From an optimization exercise on the open Yosys and OpenROAD flow, aimed at small area, a short achievable clock period and few clock cycles per item; shortcuts taken in it are not production practice.
Function was checked by simulation only, so behaviour that the tests miss may differ from the original.
Power figures rest on the tool's default switching activity, not on a simulated workload.

$ cat flow/run.sh
#!/bin/bash
# synth_recipe.tcl (not shown) runs the flow's synth.tcl, then flattens the netlist and writes it again
# the make line also repeats each setting of config.mk as NAME=value (left out here)
make -C /OpenROAD-flow-scripts/flow DESIGN_CONFIG=/design/flow/config.mk WORK_HOME=/design/flow/orfs CLKGATE_MAP_FILE= SYNTH_SCRIPT=/design/flow/synth_recipe.tcl finish
$ cat flow/config.mk
export PLATFORM = sky130hd
export DESIGN_NAME = multi_page_shelf_rect_allocator
export DESIGN_NICKNAME = multi_page_shelf_rect_allocator
export VERILOG_FILES = /design/flow/design.v
export SDC_FILE = /design/flow/constraint.sdc
export NUM_CORES = 4
export LEC_CHECK = 0
export CAP_MARGIN = 20
export CORE_MARGIN = 2
export CORE_UTILIZATION = 40
export SLEW_MARGIN = 20
$ cat flow/constraint.sdc
create_clock -name core_clock -period 10.0 [get_ports {clock}]
set_input_delay 2.0000 -clock core_clock [delete_from_list [all_inputs] [get_ports {clock}]]
set_output_delay 2.0000 -clock core_clock [all_outputs]
set_load 0.01 [all_outputs]
$ cat flow/design.v
package mpsra_pkg;
   localparam int DIM_W = 13;
   localparam int PAGE_W = 6;
   localparam int RECT_W = 11;
   localparam int PSUM_W = 12;
   localparam int POS_W = 10;
   localparam int PIDX_W = 3;
   localparam int TOTAL_W = 24;
   localparam logic [1:0] STATUS_PLACED = 2'd0;
   localparam logic [1:0] STATUS_EMPTY = 2'd1;
   localparam logic [1:0] STATUS_TOO_BIG = 2'd2;
   localparam logic [1:0] STATUS_FULL = 2'd3;
   typedef enum logic [1:0] {
      ST_IDLE,
      ST_CHECK,
      ST_RUN,
      ST_HOLD
   } state_type;
   typedef struct packed {
      logic              valid;
      logic              done;
      logic [DIM_W-1:0]  pw;
      logic [DIM_W-1:0]  ph;
      logic [PAGE_W-1:0] page;
      logic [POS_W-1:0]  px;
      logic [POS_W-1:0]  py;
   } token_type;
   localparam int TOKEN_W = 2 + 2 * DIM_W + PAGE_W + 2 * POS_W;
endpackage
module mpsra_cell #(
   parameter int PAGE_SIZE = 1024,
   parameter int INDEX = 0
) (
   input  logic                  clock,
   input  logic                  reset,
   input  logic [3:0]            pad,
   input  logic [mpsra_pkg::TOKEN_W-1:0] tok_in_bits,
   output logic [mpsra_pkg::TOKEN_W-1:0] tok_out_bits
);
   localparam int CW = $clog2(PAGE_SIZE + 1);
   localparam int XW = (CW + 1 > mpsra_pkg::POS_W) ? CW + 1 : mpsra_pkg::POS_W;
   localparam int PGW = mpsra_pkg::PAGE_W;
   localparam logic [CW:0] LIMIT = (CW + 1)'(PAGE_SIZE);
   logic [CW-1:0] cursor_ff, cursor_in;
   logic [CW-1:0] top_ff, top_in;
   logic [CW-1:0] tall_ff, tall_in;
   mpsra_pkg::token_type tok_ff, tok_in_next;
   logic          attempt;
   logic [CW-1:0] pw_c, ph_c;
   logic          shelf_ok, page_ok;
   logic [CW-1:0] cur0, top0, tall0;
   logic [XW-1:0] px_sum, py_sum;
   mpsra_pkg::token_type tok_in, tok_out;
   assign tok_in = tok_in_bits;
   assign tok_out_bits = tok_out;
   always_comb begin
      attempt = tok_in.valid && !tok_in.done;
      pw_c = tok_in.pw[CW-1:0];
      ph_c = tok_in.ph[CW-1:0];
      shelf_ok = ({1'b0, cursor_ff} + {1'b0, pw_c}) <= LIMIT;
      cur0 = shelf_ok ? cursor_ff : '0;
      top0 = shelf_ok ? top_ff : CW'({1'b0, top_ff} + {1'b0, tall_ff});
      tall0 = shelf_ok ? tall_ff : '0;
      page_ok = ({1'b0, top0} + {1'b0, ph_c}) <= LIMIT;
      px_sum = XW'(cur0) + XW'(pad);
      py_sum = XW'(top0) + XW'(pad);
   end
   always_comb begin
      cursor_in = cursor_ff;
      top_in = top_ff;
      tall_in = tall_ff;
      tok_in_next = tok_in;
      if (attempt) begin
         top_in = top0;
         cursor_in = page_ok ? CW'({1'b0, cur0} + {1'b0, pw_c}) : cur0;
         tall_in = (page_ok && (ph_c > tall0)) ? ph_c : tall0;
         if (page_ok) begin
            tok_in_next.done = 1'b1;
            tok_in_next.page = PGW'(INDEX);
            tok_in_next.px = px_sum[mpsra_pkg::POS_W-1:0];
            tok_in_next.py = py_sum[mpsra_pkg::POS_W-1:0];
         end
      end
   end
   always_ff @(posedge clock) begin
      if (reset) begin
         cursor_ff <= '0;
         top_ff <= '0;
         tall_ff <= '0;
         tok_ff <= '0;
      end else begin
         cursor_ff <= cursor_in;
         top_ff <= top_in;
         tall_ff <= tall_in;
         tok_ff <= tok_in_next;
      end
   end
   assign tok_out = tok_ff;
endmodule
module multi_page_shelf_rect_allocator #(
   parameter int PAGE_SIZE = 1024,
   parameter int MAX_PAGES = 8
) (
   input  logic        clock,
   input  logic        reset,
   input  logic        req_tvalid,
   output logic        req_tready,
   input  logic [23:0] req_tdata,
   output logic        rsp_tvalid,
   input  logic        rsp_tready,
   output logic [47:0] rsp_tdata,
   output logic [1:0]  rsp_tuser,
   input  logic        csr_tvalid,
   output logic        csr_tready,
   input  logic [7:0]  csr_tdata
);
   localparam int DW = mpsra_pkg::DIM_W;
   localparam int RW = mpsra_pkg::RECT_W;
   localparam int SW = mpsra_pkg::PSUM_W;
   localparam int TW = mpsra_pkg::TOTAL_W;
   localparam logic [SW:0] LIMIT = (SW + 1)'(PAGE_SIZE);
   mpsra_pkg::state_type state_ff, state_in;
   logic [3:0]    pad_ff;
   logic [RW-1:0] width_ff, height_ff;
   logic [DW-1:0] pw_ff, ph_ff;
   logic [2*DW-1:0] area_ff;
   logic [TW-1:0] total_ff;
   mpsra_pkg::token_type inject_ff, inject_in;
   logic [1:0]    res_status_ff;
   logic [mpsra_pkg::PIDX_W-1:0] res_page_ff;
   logic [mpsra_pkg::POS_W-1:0]  res_x_ff, res_y_ff;
   logic          rsp_valid_ff;
   logic [47:0]   rsp_data_ff;
   logic [1:0]    rsp_user_ff;
   logic [SW-1:0] pw_sum, ph_sum;
   logic          empty, too_big;
   logic          launch, finish, deliver;
   logic [(MAX_PAGES+1)*mpsra_pkg::TOKEN_W-1:0] tok_link;
   mpsra_pkg::token_type chain_end;
   always_comb begin
      pw_sum = SW'(width_ff) + SW'({pad_ff, 1'b0});
      ph_sum = SW'(height_ff) + SW'({pad_ff, 1'b0});
      empty = (width_ff == '0) || (height_ff == '0);
      too_big = ({1'b0, pw_sum} > LIMIT) || ({1'b0, ph_sum} > LIMIT);
   end
   assign chain_end = tok_link[MAX_PAGES*mpsra_pkg::TOKEN_W +: mpsra_pkg::TOKEN_W];
   always_comb begin
      state_in = state_ff;
      case (state_ff)
         mpsra_pkg::ST_IDLE: begin
            if (req_tvalid) state_in = mpsra_pkg::ST_CHECK;
         end
         mpsra_pkg::ST_CHECK: begin
            state_in = (empty || too_big) ? mpsra_pkg::ST_HOLD : mpsra_pkg::ST_RUN;
         end
         mpsra_pkg::ST_RUN: begin
            if (chain_end.valid) state_in = mpsra_pkg::ST_HOLD;
         end
         mpsra_pkg::ST_HOLD: begin
            if (!rsp_valid_ff || rsp_tready) state_in = mpsra_pkg::ST_IDLE;
         end
         default: state_in = mpsra_pkg::ST_IDLE;
      endcase
   end
   always_comb begin
      req_tready = 1'b0;
      launch = 1'b0;
      finish = 1'b0;
      deliver = 1'b0;
      case (state_ff)
         mpsra_pkg::ST_IDLE: req_tready = 1'b1;
         mpsra_pkg::ST_CHECK: launch = !empty && !too_big;
         mpsra_pkg::ST_RUN: finish = chain_end.valid;
         mpsra_pkg::ST_HOLD: deliver = !rsp_valid_ff || rsp_tready;
         default: req_tready = 1'b0;
      endcase
   end
   always_comb begin
      inject_in = '0;
      inject_in.valid = launch;
      inject_in.pw = DW'(pw_sum);
      inject_in.ph = DW'(ph_sum);
   end
   always_ff @(posedge clock) begin
      if (reset) begin
         state_ff <= mpsra_pkg::ST_IDLE;
         pad_ff <= 4'd1;
         inject_ff <= '0;
         total_ff <= '0;
         rsp_valid_ff <= 1'b0;
      end else begin
         state_ff <= state_in;
         if (csr_tvalid) pad_ff <= csr_tdata[3:0];
         inject_ff <= inject_in;
         if (finish && chain_end.done) total_ff <= total_ff + area_ff[TW-1:0];
         if (deliver) begin
            rsp_valid_ff <= 1'b1;
         end else if (rsp_tready) begin
            rsp_valid_ff <= 1'b0;
         end
      end
   end
   always_ff @(posedge clock) begin
      if (req_tvalid && req_tready) begin
         width_ff <= req_tdata[RW-1:0];
         height_ff <= req_tdata[2*RW-1:RW];
      end
      if (state_ff == mpsra_pkg::ST_CHECK) begin
         pw_ff <= DW'(pw_sum);
         ph_ff <= DW'(ph_sum);
         res_status_ff <= empty ? mpsra_pkg::STATUS_EMPTY : mpsra_pkg::STATUS_TOO_BIG;
         res_page_ff <= '0;
         res_x_ff <= '0;
         res_y_ff <= '0;
      end
      area_ff <= pw_ff * ph_ff;
      if (finish) begin
         res_status_ff <= chain_end.done ? mpsra_pkg::STATUS_PLACED
                                         : mpsra_pkg::STATUS_FULL;
         res_page_ff <= chain_end.page[mpsra_pkg::PIDX_W-1:0];
         res_x_ff <= chain_end.px;
         res_y_ff <= chain_end.py;
      end
      if (deliver) begin
         rsp_data_ff <= {1'b0, total_ff, res_y_ff, res_x_ff, res_page_ff};
         rsp_user_ff <= res_status_ff;
      end
   end
   assign tok_link[0 +: mpsra_pkg::TOKEN_W] = inject_ff;
   for (genvar gi = 0; gi < MAX_PAGES; gi++) begin : g_page
      mpsra_cell #(
         .PAGE_SIZE(PAGE_SIZE),
         .INDEX(gi)
      ) u_cell (
         .clock(clock),
         .reset(reset),
         .pad(pad_ff),
         .tok_in_bits(tok_link[gi*mpsra_pkg::TOKEN_W +: mpsra_pkg::TOKEN_W]),
         .tok_out_bits(tok_link[(gi+1)*mpsra_pkg::TOKEN_W +: mpsra_pkg::TOKEN_W])
      );
   end
   assign csr_tready = 1'b1;
   assign rsp_tvalid = rsp_valid_ff;
   assign rsp_tdata = rsp_data_ff;
   assign rsp_tuser = rsp_user_ff;
endmodule
==> tab_implementation.tex <==
\begin{tabular}{lr}
\hline
Metric & Value \\
\hline
\multicolumn{2}{l}{\textbf{Synth}} \\
Proportion of register bits with asynchronous set or reset after synthesis & 0\% \\
Part of the Yosys area used for sequential elements & around 32\% \\
Syn Inst Count & $\sim$6k \\
Area fraction of the dominant cell type after synthesis & 25.6\% \\
Yosys warnings & 9 \\
Syn Nets & between 6k and 7k \\
Distinct cell type count after synthesis & 90 \\
Syn Std Cell Area & between 50000 and 60000 um2 \\
Cell type with the highest aggregate area in the netlist & dfxtp\_1 \\
Area contributors post-synth & dfxtp\_1, ha\_1, edfxtp\_1, fa\_1, a21oi\_1 \\
Synth Area per Inst & 8.98 um2 \\
Number of enable-type register cells in the synthesized netlist & 120 \\
Ys flop type & dfxtp\_1 \\
Yosys reg bits & roughly 800 \\
\multicolumn{2}{l}{\textbf{Status}} \\
Outcome & complete, no violations \\
\multicolumn{2}{l}{\textbf{STA}} \\
Final Slew Violations & 0 \\
Relative max-transition margin & 29.1\% \\
Final critical-path required period & between 7 and 8 ns \\
Final hold violation count & 0 \\
Transition at the pin with the smallest max-transition slack & 1.06 ns \\
Post-Route Skew & 0.0394 ns \\
Sum Neg Setup Slack & 0 ns \\
Slack of the critical path & $\sim$2.3 ns \\
Setup Viol. Count Final & 0 \\
Worst hold slack after final layout & about 0.41 ns \\
RSZ-0062 raised after global routing & no \\
Achievable Freq & about 130 MHz \\
Part of the cycle the worst path needs & between 70\% and 80\% \\
\multicolumn{2}{l}{\textbf{Clock network}} \\
Maximum level of the CTS H-tree & 3 \\
Post-CTS Hold Buffers & 0 \\
Buffer levels on the longest clock path & 3 \\
Clock tree root buffer cell & clkbuf\_16 \\
Clock latency reported for the late side of the worst-skew pair & about 0.72 ns \\
Reg clk slew, reported paths & around 0.060 ns \\
\# clock sinks & around 800 \\
CTS Buf Count & 91 \\
Post-CTS setup buffers & 0 \\
Post-CTS resize count & 0 \\
TritonCTS clock tree & done \\
\multicolumn{2}{l}{\textbf{Min path}} \\
Worst Hold Path EP & rsp\_data\_ff[8] \\
Worst hold path cell count & 0 \\
HP Start & res\_x\_ff[5] \\
Hold WC Path Type & flip-flop to flip-flop \\
\multicolumn{2}{l}{\textbf{Placement}} \\
Placed wire-length estimate & 103 mm \\
Number of instances in the placed design & approximately 7.7k \\
Number of input and output port buffers inserted & a little over 80 \\
Final Wtd Congestion & 0.881 \\
Post-Place Setup Slack & roughly 2.5 ns \\
\multicolumn{2}{l}{\textbf{Routing}} \\
Vias post-DR & between 40k and 50k \\
Aggregate routed wire length & roughly 140 mm \\
Number of DRC violations after detailed routing & 0 \\
Via count normalized by instance count & approximately 5.4 \\
DR pass1 iterations & 5 \\
Routed Antenna Nets & 0 \\
Avg WL per Cell & $\sim$17 um \\
DRT iter0 DRCs & 2713 \\
\multicolumn{2}{l}{\textbf{Run}} \\
Max-capacitance violation count & 0 \\
\multicolumn{2}{l}{\textbf{Die}} \\
Full die area & $\sim$140000 um2 \\
Area inside the core boundary & between 100000 and 150000 um2 \\
Core Rows & roughly 130 \\
Die outline height & 371 um \\
I/O pin total & 90 \\
DIE WIDTH & between 300 and 400 um \\
Starting Density & approximately two fifths \\
\multicolumn{2}{l}{\textbf{Worst setup path}} \\
Data arrival time of the critical path & $\sim$8.3 ns \\
Worst path slowest cell & a2111oi\_0 \\
Cells along the critical path & ha\_1, fa\_1, xor2\_1, a2111oi\_0, o211a\_1, o2111ai\_1, or4bb\_1, a2bb2o\_2, a32o\_2, buf\_4, mux2\_2, ha\_1, a21oi\_1, o221ai\_1, nor4\_1, nand3\_1, a2111oi\_0, o221ai\_1, a21o\_1, buf\_4, nor2\_1, a22o\_1 \\
Number of cell instances on the worst register-to-register path & 22 \\
Slack of the worst reg-to-reg path & between 2 and 2.5 ns \\
Reg-to-reg critical path endpoint & g\_page[1].u\_cell.tall\_ff[9] \\
Maximum single-stage delay on the critical path & 0.68 ns \\
Worst Path Max Fanout & 43 \\
Kind of end point of the critical path & flip-flop \\
CP required & approximately 11 ns \\
Crit path launch type & flip-flop \\
Critical R2R Launch & g\_page[0].u\_cell.tok\_ff[39] \\
Critical path type & flip-flop to flip-flop \\
\multicolumn{2}{l}{\textbf{Global route}} \\
Overflow left after global routing & 0 \\
GRT Util Overall & between 10\% and 20\% \\
Antenna violations before repair & 2 \\
Number of global-route vias before repair & between 40k and 50k \\
Global-route wire length before repair & 222 mm \\
Largest net degree at the start of global routing & roughly 160 \\
\multicolumn{2}{l}{\textbf{Cells and area}} \\
Synthesis-to-finish area growth & 10.8\% \\
Share of post-route cells with drive strength above 1 & roughly 5.4\% \\
Commonest non-fill, non-tap cells in the layout & dfxtp\_1, ha\_1, nand2\_1 \\
Most common library cell in the layout ignoring fill and taps & dfxtp\_1 \\
Final net count & between 6k and 7k \\
Non-filler cells, final & $\sim$7.9k \\
Ant. Diodes & 0 \\
\multicolumn{2}{l}{\textbf{Power and ir drop}} \\
Leakage power & $\sim$27 nW \\
Pwr/cell area & about 250 nW/um2 \\
Peak supply drop & approximately 0.54 mV \\
\hline
\end{tabular}
## routing by layer
| layer | vias to the layer above | part of all wire, % | GRT usage (%) |
|---|---|---|---|
| li1 | 21200 | - | - |
| met4 | 2 | 3.0 | 6.64 |
| met5 | - | 0.0095 | 0 |
| met1 | 20000 | 48 | 26.8 |
| met3 | 206 | 3.7 | 2.17 |
| met2 | 782 | 46 | 32.8 |
## worst max path at each step
stage / start / to / cells past startpoint
floorplan: g_page[0].u_cell.tok_ff[39] / g_page[1].u_cell.tok_ff[4] / 23
global placement: g_page[6].u_cell.tok_ff[39] / g_page[7].u_cell.tall_ff[0] / 22
detailed placement: g_page[0].u_cell.tok_ff[39] / g_page[1].u_cell.tall_ff[9] / 22
CTS: g_page[0].u_cell.tok_ff[39] / g_page[1].u_cell.tall_ff[9] / 22
global route: g_page[0].u_cell.tok_ff[39] / g_page[1].u_cell.tall_ff[9] / 22
finish: g_page[0].u_cell.tok_ff[39] / g_page[1].u_cell.tall_ff[9] / 22
## power breakdown
part | switching (W) | internal [W]
registers | 0.000268 | 0.00371
logic | 0.00418 | 0.00346
clock network | 0.00147 | 0.00212
total | 0.00592 | 0.00929
## worst max-delay path: cells and delay by family, from the launching register on
| kind | cells | cell delay (ns) |
|---|---|---|
| compound gates | 11 | 3.24 |
| simple gates | 4 | 1.63 |
| fa+ha+maj | 3 | 1.00 |
| buf+inv | 2 | 0.77 |
| mux | 1 | 0.41 |
| flops | 1 | 0.33 |
| xor+xnor | 1 | 0.17 |
## sequential cells by signal, summed over array words and instances, names as in the netlist, 12 cells and up
name	cells
g_page.u_cell.tok_ff	347
g_page.u_cell.cursor_ff	88
g_page.u_cell.tall_ff	88
g_page.u_cell.top_ff	88
rsp_data_ff	47
area_ff	24
total_ff	24
inject_ff	23
ph_ff	12
pw_ff	12
## through the flow
step / area, um2 / util (%) / total power [W]
floorplan: 53900 / - / 0.0101
global placement: 56500 / 42.3 / 0.0116
detailed placement: 56500 / 42.3 / 0.0117
CTS: 59700 / 44.7 / 0.0154
global route: 59800 / 44.7 / 0.0167
finish: 59800 / 44.7 / 0.0152
## logic make-up (layout without fill, tap and decap cells)
group,after synthesis,after routing,synth area share (%)
xor+xnor,373,373,6.06
simple gates,1913,1913,17.2
fa+ha+maj,737,737,19.2
compound gates,1412,1412,17.5
flops,809,809,32.2
other cells,2,2,0.0139
buf+inv,569,647,4.13
mux,190,190,3.69
## synth_stat cells, drive strengths merged, types with 154 or more instances
| master | instances |
|---|---|
| o21ai | 218 |
| nor2 | 479 |
| dfxtp | 689 |
| clkbuf | 154 |
| nand2 | 545 |
| a21oi | 426 |
| inv | 354 |
| a21o | 165 |
| ha | 586 |
| xnor2 | 223 |
| nor2b | 211 |
## layout make-up
cell class                      instances  area, um2
Clock inverter                         49        712
Sequential cell                       809      17400
Inverter                              354       1330
Multi-Input combinational cell       4627      34400
Timing Repair Buffer                  124       1150
Clock buffer                          120       2530
Fill cell                           12900      73900
Tap cell                             1768       2210
Testbench counts, summed over its fixed seeds: cycles 26,297, items 2,400.

-- re-timing with driven ports --
The flow's constraints put no driver on any port. The routed layout listed below was extracted and timed again, unchanged, in two steps.
Step 1: set_driving_cell puts a clkbuf_16 on clock and a buf_2 on each other input, an assumption about the parent block.
Step 2 also shifts input and output timing later by t, the mid clock arrival at the registers, as if the neighbouring blocks saw the same clock.
Slacks: no drivers / after step 1 / after step 2; pairs: no drivers / after step 1.
shift t [ns]: 0.778
setup slack, ns: 2.342 / 2.342 / 2.342
clock arrival spread, ns: 0.041 / 0.041
slew at the worst register clock pin (ns): 0.07 / 0.07
pins driven straight from the clock port: 1
After both steps setup and hold are still met in this run. The setup slack of this run moves by 0.000 ns with the drivers and by 0.000 ns with both steps.
